Background: an optimization exercise with open tools, aiming at small area. Do not read the settings as production practice. At most, simulation tests tie the RTL to the original design; equivalence was not proved. Power figures rest on the tool's default switching activity, not on a simulated workload.

== run D ==
Design color_tracker_top, start of the top module:
module color_tracker_top (
   input  logic       clk_camera,
   input  logic       sys_rst_camera,
   input  logic [7:0] camera_d_i,
   input  logic       cam_pclk_i,
   input  logic       cam_hsync_i,
   input  logic       cam_vsync_i,
   output logic [8:0] centroid_x_o,
   output logic [7:0] centroid_y_o,
   output logic       centroid_valid_o,
   output logic       uart_txd_o
);
   wire rst = sys_rst_camera;
   logic [7:0] d0;
   logic       p0, p1, h0, h1, v0;
   logic       phase;
   logic [7:0] hi;
   logic [8:0] col;
   logic [7:0] row;
   logic       pix_d, hit_d;
   always_ff @(posedge clk_camera) begin
      d0 <= camera_d_i;
      p0 <= cam_pclk_i;
      p1 <= p0;
      h0 <= cam_hsync_i;
      h1 <= h0;
      v0 <= cam_vsync_i;
   end
   logic       e_phase;
   logic       rise, fall, take, pix;
   logic [8:0] col_inc;
   logic [7:0] row_inc;
   always_comb begin
      e_phase = phase & ~rst;
      rise    = p0 & ~(p1 & ~rst);
      fall    = ~h0 & h1 & ~rst;
      take    = ~v0 & ~fall & rise & h0;
      pix     = take & e_phase;
   end
   trk_inc #(9) u_colinc (.a(col), .ci(pix_d), .s(col_inc), .co());
   trk_inc #(8) u_rowinc (.a(row), .ci(1'b1), .s(row_inc), .co());
   always_ff @(posedge clk_camera) begin
      if (v0 || rst) begin
         col <= 9'd0;
      end else if (fall) begin
         col <= 9'd0;
      end else begin
         col <= col_inc;
      end
      if (v0 || rst) begin
         row <= 8'd0;
      end else if (fall) begin
         row <= row_inc;
      end
      phase <= ~v0 & ~fall & (e_phase ^ take);
      if (take & ~e_phase) hi <= d0;
      pix_d <= pix;
   end
   logic cmp;
   trk_hit u_hit (.hi(hi), .lo(d0), .hit(cmp));
   always_ff @(posedge clk_camera) begin
      hit_d <= pix & cmp;
   end
   logic [24:0] sum_x;
   logic [23:0] sum_y;
   logic [15:0] count;
  ...
Size in the first run: roughly 1200 cells after synthesis, about 210 flip-flops, ~0.011 mm^2 of cells after synthesis.
export LEC_CHECK = 0
export CAP_MARGIN = 20
export CORE_MARGIN = 2
export CORE_UTILIZATION = 40
export PLACE_DENSITY = 0.6
export SLEW_MARGIN = 20
create_clock -name core_clock -period 6.0 [get_ports {clk_camera}]
run.sh (not shown) runs the stock make flow with config.mk's settings and CLKGATE_MAP_FILE= SYNTH_SCRIPT=/design/flow/synth_recipe.tcl, a recipe that flattens the netlist after the stock synthesis.
Inputs modified between run D and run A:
--- a/flow/design.v
+++ b/flow/design.v
@@ -271,33 +271,39 @@
    always_ff @(posedge clk_camera) begin
       if (rst) begin
          centroid_x_o <= '0;
          centroid_y_o <= '0;
       end else if (merge) begin
          centroid_x_o <= sum_x[8:0];
          centroid_y_o <= sum_y[7:0];
       end
    end
    assign centroid_valid_o = (cnt == 5'd31);
    logic [9:0]  baud;
    logic [15:0] rep;
+   logic [9:0]  baud_inc;
+   logic [15:0] rep_inc;
    logic        baud_tick, report_tick;
-   assign baud_tick   = (baud == 10'd639);
-   assign report_tick = (rep == 16'd95);
+   trk_inc #(10) u_baud (.a(baud), .ci(1'b1), .s(baud_inc), .co());
+   trk_inc #(16) u_rep (.a(rep), .ci(1'b1), .s(rep_inc), .co());
+   assign baud_tick   = (baud == 10'd868);
+   assign report_tick = (rep == 16'd14401);
    always_ff @(posedge clk_camera) begin
-      if (rst || rep == 16'd46880) rep <= '0;
-      else rep <= {rep[14:0], ~(rep[15] ^ rep[0] ^ rep[2] ^ rep[11])};
-      if (rst) baud <= '0;
-      else if (baud_tick) baud <= 10'd1;
-      else baud <= {baud[8:0], ~(baud[9] ^ baud[2])};
+      if (rst) begin
+         baud <= '0;
+         rep  <= '0;
+      end else begin
+         baud <= baud_tick ? 10'd1 : baud_inc;
+         rep  <= (rep == 16'd57599) ? 16'd0 : rep_inc;
+      end
    end
    logic [1:0] idx;
    logic [3:0] code;
    logic [8:0] x_q;
    logic [7:0] y_q;
    logic [7:0] tx_byte;
    logic       bitper;
    always_comb begin
       case (idx)
          2'd0:    tx_byte = {7'd0, x_q[8]};
          2'd1:    tx_byte = x_q[7:0];
          default: tx_byte = y_q;
### Flow results
- Final non-filler cell total delta for run A relative to run D: about 0.6% higher
- Core util | run A vs run D | run A higher
- Relative to run D, global-route track usage on met1 has decreased by 0.37 points in run A.
- Of the two values seen for end point of the critical path, sum_y[10] was produced by run D and sum_x[10] by run A.
- When the final numbers for run D and run A were put side by side, the routed wire length per instance turned out to be smaller in run D.
- Summary of run A over run D: data required time of the critical path did not really move; non-clock buffer contribution to total cell area about even; via total after detailed routing went up.
For run D, only the layout was checked, not whether the RTL still works.


== north ==
Another version of the RTL of color_tracker_top (not shown whole).
Size in the first run: ~1100 cells after synthesis, ~210 flip-flops, ~11000 µm² of cells after synthesis.
export LEC_CHECK = 0
export CAP_MARGIN = 20
export CORE_MARGIN = 2
export CORE_UTILIZATION = 40
export CTS_BUF_LIST = sky130_fd_sc_hd__clkbuf_8
export CTS_CLUSTER_DIAMETER = 80
export CTS_CLUSTER_SIZE = 14
export PLACE_DENSITY = 0.6
export SLEW_MARGIN = 20
create_clock -name core_clock -period 6.0 [get_ports {clk_camera}]
standard.sh (not shown) runs the stock make flow with config.mk's settings and CLKGATE_MAP_FILE= SYNTH_SCRIPT=/design/flow/synth_recipe.tcl, a recipe that flattens the netlist after the stock synthesis.
==> flow/flow/run.sh <==
#!/bin/bash
# Standard synthesis and layout, with two layout options changed:
#  - port buffers use the smallest buffer cell,
#  - the clock tree is built without dummy loads,

set -uo pipefail
bash standard.sh finish \
  "BUFFER_PORTS_ARGS=-buffer_cell sky130_fd_sc_hd__buf_1" \
  "CTS_ARGS=-sink_clustering_enable -repair_clock_nets -sink_clustering_size 14 -sink_clustering_max_diameter 80 -buf_list sky130_fd_sc_hd__clkbuf_8 -dont_use_dummy_load" \
  > standard.log 2>&1
### north -> south
-- flow/design.v --
<<< north, line 203
   trk_inc #(16) u_incx (.a(sum_x[24:9]), .ci(cx), .s(inc_x), .co());
   trk_inc #(16) u_incy (.a(sum_y[23:8]), .ci(cy), .s(inc_y), .co());
   trk_inc #(16) u_incn (.a(count), .ci(hit_d), .s(inc_n), .co());
   trk_inc #(3) u_incsn (.a(side_n), .ci(hit_d), .s(inc_sn), .co());
   logic [16:0] tr_x, tr_y;
>>> south, line 203
   trk_inc #(16) u_incx (.a(sum_x[24:9]), .ci(cx), .s(inc_x), .co());
   trk_inc #(16) u_incy (.a(sum_y[23:8]), .ci(cy), .s(inc_y), .co());
   trk_inc #(16) u_incn (.a(count), .ci(hit_d & ~busy), .s(inc_n), .co());
   trk_inc #(3) u_incsn (.a(side_n), .ci(hit_d), .s(inc_sn), .co());
   logic [16:0] tr_x, tr_y;
<<< north, line 214
      tr_y = sum_y[23:7];
   end
   trk_rca #(8) u_dlx (.a(tr_x[7:0]), .b(~count[7:0]), .ci(1'b1), .s(dl_x), .co(bl_x));
   trk_rca #(8) u_dly (.a(tr_y[7:0]), .b(~count[7:0]), .ci(1'b1), .s(dl_y), .co(bl_y));
   trk_rca #(9) u_dhx (.a(tr_x[16:8]), .b({1'b1, ~count[15:8]}), .ci(kx), .s(dh_x), .co(ge_x));
   trk_rca #(9) u_dhy (.a(tr_y[16:8]), .b({1'b1, ~count[15:8]}), .ci(ky), .s(dh_y), .co(ge_y));
   always_comb begin
      rn_x = ge_x ? {dh_x[7:0], dl_x} : tr_x[15:0];
>>> south, line 214
      tr_y = sum_y[23:7];
   end
   logic [7:0] sl_x, sl_y;
   logic [8:0] sh_x, sh_y;
   logic       ch_x, ch_y;
   trk_rca #(8) u_dlx (.a(~tr_x[7:0]), .b(count[7:0]), .ci(1'b0), .s(sl_x), .co(bl_x));
   trk_rca #(8) u_dly (.a(~tr_y[7:0]), .b(count[7:0]), .ci(1'b0), .s(sl_y), .co(bl_y));
   trk_rca #(9) u_dhx (.a(~tr_x[16:8]), .b({1'b0, count[15:8]}), .ci(kx), .s(sh_x), .co(ch_x));
   trk_rca #(9) u_dhy (.a(~tr_y[16:8]), .b({1'b0, count[15:8]}), .ci(ky), .s(sh_y), .co(ch_y));
   assign dl_x = ~sl_x;
   assign dl_y = ~sl_y;
   assign dh_x = ~sh_x;
   assign dh_y = ~sh_y;
   assign ge_x = ~ch_x;
   assign ge_y = ~ch_y;
   always_comb begin
      rn_x = ge_x ? {dh_x[7:0], dl_x} : tr_x[15:0];
<<< north, line 248
         else sum_y[23:8] <= inc_y;
         if (merge) count <= {13'd0, inc_sn};
         else if (!busy) count <= inc_n;
         if (start) cnt <= 5'd2;
         else if (cnt != 5'd0) cnt <= cnt + 5'd1;
>>> south, line 257
         else sum_y[23:8] <= inc_y;
         if (merge) count <= {13'd0, inc_sn};
         else count <= inc_n;
         if (start) cnt <= 5'd2;
         else if (cnt != 5'd0) cnt <= cnt + 5'd1;
<<< north, line 303
      if (rst) begin
         idx  <= 2'd3;
         code <= 4'd2;
      end else if (idx == 2'd3) begin
         if (report_tick) idx <= 2'd0;
>>> south, line 312
      if (rst) begin
         idx  <= 2'd3;
         code <= 4'd4;
      end else if (idx == 2'd3) begin
         if (report_tick) idx <= 2'd0;
<<< north, line 309
         if (code == 4'd1) begin
            idx  <= idx + 2'd1;
            code <= 4'd2;
         end else if (code == 4'd3) begin
            code <= 4'd6;
         end else if (!bitper || baud_tick) begin
            code <= code + 4'd1;
>>> south, line 318
         if (code == 4'd1) begin
            idx  <= idx + 2'd1;
            code <= 4'd4;
         end else if (!bitper || baud_tick) begin
            code <= code + 4'd1;
Results
Each of the runs, namely north and south, reached the end of the flow and came out clean.
Worst hold slack, north and south, higher one = south.
Compared to north, south has routing usage on met1 0.33 points higher.
north → south: portion of total power attributed to combinational logic moved down; number of inserted filler cells in the final layout saw a decrease; total setup buffers inserted after CTS now sits at about the same level.

what the ideal ports hide:
Ports are ideal in the flow. The routed layouts listed here were re-timed in OpenROAD. Step 1: set_driving_cell puts a clkbuf_16 on clk_camera and a buf_2 on each other input, an assumption about the parent block. Step 2, shift: input delay + t, output delay - t, t = (earliest + latest rising clock arrival at the registers) / 2. This alone moves slack from input paths to output paths. Three values: no drivers, after step 1, after step 2; two values: the first two.
| run | t (ns) | setup slack, ns | worst hold slack (ns) |
|---|---|---|---|
| run D | 0.554 | 0.878 / 0.878 / 0.878 | 0.353 / 0.353 / 0.353 |
| run A | 0.559 | 0.732 / 0.732 / 0.732 | 0.348 / 0.348 / 0.348 |
| north | 0.561 | 1.064 / 1.064 / 1.064 | 0.357 / 0.357 / 0.357 |
| south | 0.543 | 0.970 / 0.970 / 0.970 | 0.366 / 0.366 / 0.366 |
After both steps every run listed still meets setup and hold.
